This is an optimization exercise on Yosys and OpenROAD, whose aim is a short achievable clock period and few clock cycles, not a production implementation. The RTL was checked by simulation tests, not by an equivalence proof against the original design. Power and IR drop assume default switching activity.

$ cat design/flow/run.sh
#!/bin/bash
# synth_recipe.tcl (not shown) runs the flow's synth.tcl, then flattens the netlist and writes it again
# the make line also repeats each setting of config.mk as NAME=value (left out here)
make -C /OpenROAD-flow-scripts/flow DESIGN_CONFIG=/design/flow/config.mk WORK_HOME=/design/flow/orfs CLKGATE_MAP_FILE= SYNTH_SCRIPT=/design/flow/synth_recipe.tcl finish
$ cat design/flow/config.mk
export PLATFORM = sky130hd
export DESIGN_NAME = multiCycleCpu
export DESIGN_NICKNAME = multiCycleCpu
export VERILOG_FILES = /design/flow/design.v
export SDC_FILE = /design/flow/constraint.sdc
export NUM_CORES = 4
export LEC_CHECK = 0
export CAP_MARGIN = 20
export CORE_MARGIN = 2
export CORE_UTILIZATION = 40
export SLEW_MARGIN = 20
$ cat design/flow/constraint.sdc
create_clock -name core_clock -period 9.0 [get_ports {clk}]
set_input_delay 1.8000 -clock core_clock [delete_from_list [all_inputs] [get_ports {clk}]]
set_output_delay 1.8000 -clock core_clock [all_outputs]
set_load 0.01 [all_outputs]
$ cat design/flow/design.v
`default_nettype none
package cpuPkg;
	localparam int dataWidth = 32;
	localparam logic [dataWidth-1:0] nopInstruction = 32'h0000_0013;
	typedef enum logic [6:0] {
		opAluReg = 7'b0110011,
		opAluImm = 7'b0010011,
		opLoad   = 7'b0000011,
		opStore  = 7'b0100011
	} opcodeT;
	typedef enum logic [2:0] {
		f3Add = 3'b000,
		f3Sll = 3'b001,
		f3Slt = 3'b010,
		f3Xor = 3'b100,
		f3Srl = 3'b101,
		f3Or  = 3'b110,
		f3And = 3'b111
	} funct3T;
	localparam funct3T f3Word = f3Slt;
	typedef enum logic [3:0] {
		stFetch,
		stDecode,
		stExecuteR,
		stExecuteI,
		stMemory,
		stMemoryStore,
		stWriteback,
		stWritebackMem
	} controlStateT;
	typedef enum logic {srcAPc, srcARegOut} aluSrcAT;
	typedef enum logic [1:0] {srcBConst4, srcBRegOut, srcBImmed} aluSrcBT;
	typedef enum logic [1:0] {wbExecute, wbMemWord, wbMemHalf, wbMemByte} regWriteSrcT;
endpackage
`default_nettype wire
`timescale 1ns/1ps
`default_nettype none
import cpuPkg::*;
module alu (
	input wire [dataWidth-1:0] a,
	input wire [dataWidth-1:0] b,
	input cpuPkg::opcodeT opCode,
	input cpuPkg::funct3T funct3,
	input wire funct7Bit5,
	input wire aluOverride,
	output logic [dataWidth-1:0] result
);
	logic subtract;
	logic addressOp;
	assign subtract = funct7Bit5 && (opCode != opAluImm);
	assign addressOp = (opCode == opLoad) || (opCode == opStore);
	always_comb begin
		result = a + b;
		if (!aluOverride && !addressOp) begin
			case (funct3)
				f3Add: begin
					if (subtract) begin
						result = a - b;
					end else begin
						result = a + b;
					end
				end
				f3Sll: result = a << b[4:0];
				f3Slt: result = {{(dataWidth-1){1'b0}}, ($signed(a) < $signed(b))};
				f3Xor: result = a ^ b;
				f3Srl: result = a >> b[4:0];
				f3Or: result = a | b;
				f3And: result = a & b;
				default: result = a + b;
			endcase
		end
	end
endmodule
`default_nettype wire
`timescale 1ns/1ps
`default_nettype none
import cpuPkg::*;
module registerFile #(
	parameter int addrWidth = 5
) (
	input wire clk,
	input wire reset,
	input wire [addrWidth-1:0] readAddrA,
	input wire [addrWidth-1:0] readAddrB,
	input wire [addrWidth-1:0] writeAddr,
	input wire [dataWidth-1:0] writeData,
	input wire writeEnable,
	output logic [dataWidth-1:0] readDataA,
	output logic [dataWidth-1:0] readDataB
);
	localparam int depth = 2 ** addrWidth;
	logic [dataWidth-1:0] regs [depth];
	always_ff @(posedge clk) begin
		if (reset) begin
			for (int i = 0; i < depth; i++) begin
				regs[i] <= '0;
			end
		end else if (writeEnable && writeAddr != '0) begin
			regs[writeAddr] <= writeData;
		end
	end
	assign readDataA = regs[readAddrA];
	assign readDataB = regs[readAddrB];
endmodule
`default_nettype wire
`timescale 1ns/1ps
`default_nettype none
import cpuPkg::*;
module immediateGenerator (
	input wire [dataWidth-1:0] instruction,
	output logic [dataWidth-1:0] immediate
);
	logic [11:0] field;
	logic isStore;
	assign isStore = (instruction[6:0] == opStore);
	always_comb begin
		if (isStore) begin
			field = {instruction[31:25], instruction[11:7]};
		end else begin
			field = instruction[31:20];
		end
	end
	assign immediate = {{(dataWidth-12){instruction[31]}}, field};
endmodule
`default_nettype wire
`timescale 1ns/1ps
`default_nettype none
import cpuPkg::*;
module mainController (
	input wire clk,
	input wire reset,
	input cpuPkg::opcodeT opCode,
	input cpuPkg::funct3T funct3,
	output logic pcWrite,
	output logic irWrite,
	output logic regFileWrite,
	output logic memWrite,
	output logic aluOverride,
	output logic memAddrSelData,
	output cpuPkg::aluSrcAT aluSrcA,
	output cpuPkg::aluSrcBT aluSrcB,
	output cpuPkg::regWriteSrcT regFileWriteSrc
);
	cpuPkg::controlStateT state;
	cpuPkg::controlStateT nextState;
	cpuPkg::aluSrcBT operandSrcB;
	assign operandSrcB = (opCode == opAluImm || opCode == opLoad || opCode == opStore)
		? srcBImmed : srcBRegOut;
	always_ff @(posedge clk) begin
		if (reset) begin
			state <= stFetch;
		end else begin
			state <= nextState;
		end
	end
	always_comb begin
		pcWrite = 1'b0;
		irWrite = 1'b0;
		regFileWrite = 1'b0;
		memWrite = 1'b0;
		aluOverride = 1'b0;
		memAddrSelData = 1'b0;
		aluSrcA = srcARegOut;
		aluSrcB = operandSrcB;
		regFileWriteSrc = wbExecute;
		nextState = stFetch;
		case (state)
			stFetch: begin
				irWrite = 1'b1;
				aluOverride = 1'b1;
				aluSrcA = srcAPc;
				aluSrcB = srcBConst4;
				nextState = stDecode;
			end
			stDecode: begin
				pcWrite = 1'b1;
				case (opCode)
					opAluImm, opLoad, opStore: nextState = stExecuteI;
					default: nextState = stExecuteR;
				endcase
			end
			stExecuteR: begin
				aluSrcB = srcBRegOut;
				nextState = stMemory;
			end
			stExecuteI: begin
				aluSrcB = srcBImmed;
				if (opCode == opStore) begin
					nextState = stMemoryStore;
				end else begin
					nextState = stMemory;
				end
			end
			stMemory: begin
				memAddrSelData = 1'b1;
				if (opCode == opLoad) begin
					nextState = stWritebackMem;
				end else begin
					nextState = stWriteback;
				end
			end
			stMemoryStore: begin
				memAddrSelData = 1'b1;
				memWrite = 1'b1;
				nextState = stFetch;
			end
			stWriteback: begin
				regFileWrite = 1'b1;
				nextState = stFetch;
			end
			stWritebackMem: begin
				regFileWrite = 1'b1;
				case (funct3)
					f3Add: regFileWriteSrc = wbMemByte;
					f3Sll: regFileWriteSrc = wbMemHalf;
					f3Word: regFileWriteSrc = wbMemWord;
					default: regFileWriteSrc = wbMemWord;
				endcase
				nextState = stFetch;
			end
			default: begin
				nextState = stFetch;
			end
		endcase
	end
endmodule
`default_nettype wire
`timescale 1ns/1ps
`default_nettype none
import cpuPkg::*;
module dataPath #(
	parameter int addrWidth = 5,
	parameter logic [dataWidth-1:0] resetPc = '0
) (
	input wire clk,
	input wire reset,
	input wire pcWrite,
	input wire irWrite,
	input wire regFileWrite,
	input wire aluOverride,
	input wire memAddrSelData,
	input cpuPkg::aluSrcAT aluSrcA,
	input cpuPkg::aluSrcBT aluSrcB,
	input cpuPkg::regWriteSrcT regFileWriteSrc,
	output cpuPkg::opcodeT opCode,
	output cpuPkg::funct3T funct3,
	output logic [dataWidth-1:0] memAddr,
	output logic [dataWidth-1:0] memWriteData,
	input wire [dataWidth-1:0] memReadData
);
	logic [dataWidth-1:0] pc;
	logic [dataWidth-1:0] instr;
	logic [dataWidth-1:0] regA;
	logic [dataWidth-1:0] regB;
	logic [dataWidth-1:0] aluOut;
	logic [dataWidth-1:0] memData;
	logic [dataWidth-1:0] readDataA;
	logic [dataWidth-1:0] readDataB;
	logic [dataWidth-1:0] immediate;
	logic [dataWidth-1:0] aluInA;
	logic [dataWidth-1:0] aluInB;
	logic [dataWidth-1:0] aluResult;
	logic [dataWidth-1:0] writeData;
	logic [7:0] byteLane;
	logic [15:0] halfLane;
	assign opCode = cpuPkg::opcodeT'(instr[6:0]);
	assign funct3 = cpuPkg::funct3T'(instr[14:12]);
	assign memAddr = memAddrSelData ? aluOut : pc;
	assign memWriteData = regB;
	always_ff @(posedge clk) begin
		if (reset) begin
			pc <= resetPc;
			instr <= nopInstruction;
		end else begin
			if (pcWrite) begin
				pc <= aluOut;
			end
			if (irWrite) begin
				instr <= memReadData;
			end
		end
	end
	always_ff @(posedge clk) begin
		regA <= readDataA;
		regB <= readDataB;
		aluOut <= aluResult;
		if (memAddrSelData) begin
			memData <= memReadData;
		end
	end
	assign aluInA = (aluSrcA == srcAPc) ? pc : regA;
	always_comb begin
		case (aluSrcB)
			srcBConst4: aluInB = dataWidth'(4);
			srcBImmed: aluInB = immediate;
			default: aluInB = regB;
		endcase
	end
	always_comb begin
		case (aluOut[1:0])
			2'd0: byteLane = memData[7:0];
			2'd1: byteLane = memData[15:8];
			2'd2: byteLane = memData[23:16];
			default: byteLane = memData[31:24];
		endcase
		halfLane = aluOut[1] ? memData[31:16] : memData[15:0];
	end
	always_comb begin
		case (regFileWriteSrc)
			wbMemWord: writeData = memData;
			wbMemHalf: writeData = {{(dataWidth-16){halfLane[15]}}, halfLane};
			wbMemByte: writeData = {{(dataWidth-8){byteLane[7]}}, byteLane};
			default: writeData = aluOut;
		endcase
	end
	alu alu_i (
		.a(aluInA),
		.b(aluInB),
		.opCode(opCode),
		.funct3(funct3),
		.funct7Bit5(instr[30]),
		.aluOverride(aluOverride),
		.result(aluResult)
	);
	registerFile #(.addrWidth(addrWidth)) registerFile_i (
		.clk(clk),
		.reset(reset),
		.readAddrA(instr[15 +: addrWidth]),
		.readAddrB(instr[20 +: addrWidth]),
		.writeAddr(instr[7 +: addrWidth]),
		.writeData(writeData),
		.writeEnable(regFileWrite),
		.readDataA(readDataA),
		.readDataB(readDataB)
	);
	immediateGenerator immediateGenerator_i (
		.instruction(instr),
		.immediate(immediate)
	);
endmodule
`default_nettype wire
`timescale 1ns/1ps
`default_nettype none
import cpuPkg::*;
module multiCycleCpu #(
	parameter int addrWidth = 5,
	parameter logic [dataWidth-1:0] resetPc = '0
) (
	input wire clk,
	input wire reset,
	output logic [dataWidth-1:0] memAddr,
	output logic [dataWidth-1:0] memWriteData,
	output logic memWrite,
	input wire [dataWidth-1:0] memReadData
);
	logic pcWrite;
	logic irWrite;
	logic regFileWrite;
	logic aluOverride;
	logic memAddrSelData;
	cpuPkg::aluSrcAT aluSrcA;
	cpuPkg::aluSrcBT aluSrcB;
	cpuPkg::regWriteSrcT regFileWriteSrc;
	cpuPkg::opcodeT opCode;
	cpuPkg::funct3T funct3;
	mainController mainController_i (
		.clk(clk),
		.reset(reset),
		.opCode(opCode),
		.funct3(funct3),
		.pcWrite(pcWrite),
		.irWrite(irWrite),
		.regFileWrite(regFileWrite),
		.memWrite(memWrite),
		.aluOverride(aluOverride),
		.memAddrSelData(memAddrSelData),
		.aluSrcA(aluSrcA),
		.aluSrcB(aluSrcB),
		.regFileWriteSrc(regFileWriteSrc)
	);
	dataPath #(.addrWidth(addrWidth), .resetPc(resetPc)) dataPath_i (
		.clk(clk),
		.reset(reset),
		.pcWrite(pcWrite),
		.irWrite(irWrite),
		.regFileWrite(regFileWrite),
		.aluOverride(aluOverride),
		.memAddrSelData(memAddrSelData),
		.aluSrcA(aluSrcA),
		.aluSrcB(aluSrcB),
		.regFileWriteSrc(regFileWriteSrc),
		.opCode(opCode),
		.funct3(funct3),
		.memAddr(memAddr),
		.memWriteData(memWriteData),
		.memReadData(memReadData)
	);
endmodule
`default_nettype wire
==> reports/results.tsv <==
metric	value	unit
CTS resizes	0	
max layer used	met5	
Max Root-Sink Buffers	3	
IO Pins	99	
Peak VDD IR	414	uV
Tot Pwr	29100	uW
count of final setup violators	0	
htree depth	4	
Fill cells	15214	
Worst Setup End Kind	flop	
period utilization	62.3	%
WL per Instance	35.2	um
post-CTS setup buffers	0	
CP max-delay cell	nor4_1	
Total Routing Usage GR	30.8	%
CTS root buffer	clkbuf_16	
outcome	finished clean	
Syn Area/Cell	12.5	um^2
HPWL after detailed placement	175	mm
mapped cell area	68100	um^2
pwr dens	382	nW/um^2
global-route wire length before repair	378	mm
DR pass1 iterations	6	
CTS tree	done	
post-route setup TNS	0	ns
largest net degree at the start of global routing	88	
f_max	0.178	GHz
vias in the first global route	48995	
sequential area share after synthesis	51.4	%
Leak	0.0256	uW
die outline width	417	um
Comb pwr share	54.5	%
Final Cell Area	76000	um^2
multi-input logic area	31100	um^2
WL met2	123	mm
post-route ant nets	0	
Worst slew margin	21.8	%
CP Cell Sequence	nand2b_1 -> or2_1 -> nand2_1 -> buf_4 -> a21o_1 -> ha_1 -> clkinv_1 -> nor4_1 -> nor3b_1 -> nand3_1 -> nor3_1 -> o211ai_1 -> o311ai_1 -> a2111oi_0 -> a32oi_1	
Setup Skew	0.0647	ns
Die H	417	um
clock share of power	19.4	%
Initial Utilization	40.2	%
switching part of the total	47.4	%
Pins Over Slew Limit	0	
WL met3	31.2	mm
vias post-DR	50408	
core area	169000	um^2
Synth cell types	100	
DRC	0	
R2R Setup Slk	3.39	ns
row cnt	151	
hold_buf cts	0	
Tmin final	5.61	ns
total CTS buffers	137	
Vias/cell	6.57	
fraction of registers with async set/reset	0	%
RSZ-0062 raised after global routing	false	
Max Cap Viol	0	
Slew @ Worst Pin	1.17	ns
Psw	13800	uW
Initial DRC Count	7614	
synthesized instance count	5436	
storage element area	35000	um^2
initial antenna violation count	13	
yosys warns	5	
fin nets	5476	
critical path type	reg2reg	
total overflow reported by the global router	0	
total wire length	271	mm
Top FF cell, synth	edfxtp_1	
CP max stage delay	0.76	ns
Seq cells post-synth	1219	
Clk pin slew, worst setup/hold paths	0.06	ns
Max FO, Critical Path	21	
Post-synth EDFFs	1056	
share of layout cells above drive strength 1	23.4	%
Worst Hold Class	reg2reg	
WP data arrival	6.33	ns
synth-to-layout area growth	11.7	%
P_int	15300	uW
CTS sink count	1219	
Hold Fails Final Rpt	0	
Clk Latency, worst-skew pair	0.83	ns
CP required	9.72	ns
Final Wtd Congestion	0.994	
met1 wire length	99.3	mm
CP startpoint kind	flop	
placed cell count	7424	
sequential power share	26.1	%
# port buffers	98	
DP Area	71600	um^2
die area	173000	um^2
Non-Filler Instances	7677	
==> cells in the final DEF, fill, tap and decap left out, types with 13 or more instances in the layout <==
| master | count |
|---|---|
| a32oi_1 | 16 |
| ha_1 | 97 |
| a31oi_1 | 23 |
| nand2b_2 | 28 |
| a221oi_1 | 20 |
| o21ai_2 | 22 |
| clkbuf_16 | 137 |
| xnor2_1 | 16 |
| inv_1 | 98 |
| a22o_1 | 14 |
| clkdlybuf4s50_1 | 97 |
| o22ai_1 | 25 |
| conb_1 | 32 |
| nand2_1 | 362 |
| nor2b_1 | 20 |
| a21boi_0 | 13 |
| mux4_2 | 642 |
| and3_1 | 18 |
| buf_4 | 165 |
| edfxtp_1 | 1056 |
| mux2i_1 | 46 |
| clkinv_2 | 20 |
| a211oi_1 | 37 |
| nand2_2 | 31 |
| a21oi_1 | 194 |
| nor3_1 | 56 |
| o211ai_1 | 49 |
| clkinv_1 | 30 |
| a21o_1 | 34 |
| nand3_1 | 99 |
| o21ai_0 | 186 |
| mux2_2 | 113 |
| nor2_1 | 1126 |
| o31ai_1 | 23 |
| dfxtp_1 | 152 |
| clkbuf_1 | 30 |
==> synthesized netlist by cell type, types with 7 or more instances <==
cell | count | area (um^2)
nor2_1 | 1130 | 4240
edfxtp_1 | 1056 | 31700
mux4_2 | 642 | 14500
clkbuf_1 | 410 | 1540
nand2_1 | 392 | 1470
o21ai_0 | 211 | 1060
a21oi_1 | 201 | 1010
dfxtp_1 | 163 | 3260
mux2_2 | 113 | 1270
nand3_1 | 100 | 500
inv_1 | 98 | 368
ha_1 | 97 | 1210
buf_1 | 61 | 229
nor3_1 | 56 | 280
o211ai_1 | 49 | 368
mux2i_1 | 46 | 460
buf_2 | 44 | 220
nand2b_1 | 39 | 244
a211oi_1 | 38 | 285
a21o_1 | 34 | 255
o22ai_1 | 25 | 156
a31oi_1 | 23 | 144
o31ai_1 | 23 | 173
a221oi_1 | 21 | 184
nor2b_1 | 20 | 125
and3_1 | 19 | 119
a32oi_1 | 16 | 140
xnor2_1 | 16 | 140
a22o_1 | 14 | 123
a21boi_0 | 13 | 97.6
a22oi_1 | 12 | 90.1
nor4_1 | 12 | 75.1
o21a_1 | 12 | 90.1
or3_1 | 12 | 75.1
a311oi_1 | 11 | 96.3
nor3b_1 | 11 | 82.6
o221ai_1 | 11 | 96.3
o21ai_1 | 10 | 50.1
o21bai_1 | 10 | 75.1
a211o_1 | 9 | 78.8
buf_4 | 9 | 67.6
o211a_1 | 8 | 80.1
or2_2 | 8 | 50.1
and2_1 | 7 | 43.8
nand3b_1 | 7 | 52.6
==> sequential cells by signal (all words and copies together) (netlist names) <==
signal	cells
dataPath_i.registerFile_i.regs	1024
dataPath_i.aluOut	32
dataPath_i.memData	32
dataPath_i.regA	32
dataPath_i.instr	32
dataPath_i.pc	32
mainController_i.state	3
dataPath_i.regB	32
==> logic make-up (layout without fill, tap and decap cells) <==
kind of cell    count (synthesis)  in the layout  share of synthesized area [%]
flops                        1219           1219                           51.4
simple gates                 1842           1842                           11.2
other cells                     1             36                        0.00551
fa+ha+maj                      97             97                           1.78
mux                           804            804                           23.9
xor+xnor                       21             21                          0.270
buf+inv                       633            621                           3.64
compound gates                819            819                           7.89
==> final timing paths <==
kind / start / end / cells past startpoint
hold / removal: dataPath_i.instr[2] / dataPath_i.instr[2] / 2
hold reg to reg: dataPath_i.instr[2] / dataPath_i.instr[2] / 2
setup reg to reg: mainController_i.state[1] / dataPath_i.aluOut[31] / 15
setup / recovery: mainController_i.state[1] / dataPath_i.aluOut[31] / 15
==> worst max-delay path: cells and delay by family (launching register included) <==
family | cells | cell delay, ns
and+or+nand+nor | 7 | 2.81
AOI/OAI and AO/OA | 5 | 0.86
buffers and inverters | 2 | 0.80
DFF | 1 | 0.64
adders and majority gates | 1 | 0.38
==> per-layer routing <==
metal / global-route usage (%) / up-vias
li1: - / 20419
met1: 40.6 / 25837
met2: 47.4 / 3493
met3: 7.24 / 653
met4: 16.5 / 6
met5: 0 / -
==> per-stage QoR <==
step	hold WS (ns)	util [%]	setup WS, ns
2_1_floorplan	0.432	-	4.51
3_3_place_gp	0.452	42.3	3.55
3_5_place_dp	0.461	42.3	3.52
4_1_cts	0.468	44.9	3.52
5_1_grt	0.495	44.9	3.04
6_report	0.469	44.9	3.39
==> area by class of cell <==
type,instances,area share (%)
clock inverter,78,1.14
clock buffer,171,4.73
inverter,107,0.528
tap,2218,3.65
antenna,4,0.0132
sequential,1219,46.0
multi-input combinational,3615,40.9
timing repair buffer,265,2.97
==> power groups by stage <==
stage	clock network [uW]	logic [uW]	registers [uW]
after floorplan	0	10100	7010
after global placement	0	15400	7670
after detailed placement	0	15300	7680
after CTS	5680	15400	7570
after global routing	5870	16500	7630
final	5630	15800	7590
Testbench counts, summed over its fixed seeds: cycles 184,220.

re-timing with driven ports:
The results above use ideal ports. As a check the final layout listed here was re-extracted and re-timed, cells and wires unchanged. Step 1, drivers: a clkbuf_16 drives clk and a buf_2 each remaining input, both assumed. Step 2, shift: input delay + t, output delay - t, t = (earliest + latest rising clock arrival at the registers) / 2. This alone moves slack from input paths to output paths. Three values: no drivers, after step 1, after step 2; two values: the first two.
t, ns: 0.879
slack for setup (ns): 3.392 / 3.392 / 3.392
hold slack, ns: 0.469 / 0.469 / 0.469
worst setup path at the end: register to register
latest minus earliest clock arrival (ns): 0.069 / 0.069
After both steps this run still meets setup and hold. The setup slack of this run moves by 0.000 ns with the drivers and by 0.000 ns with both steps.
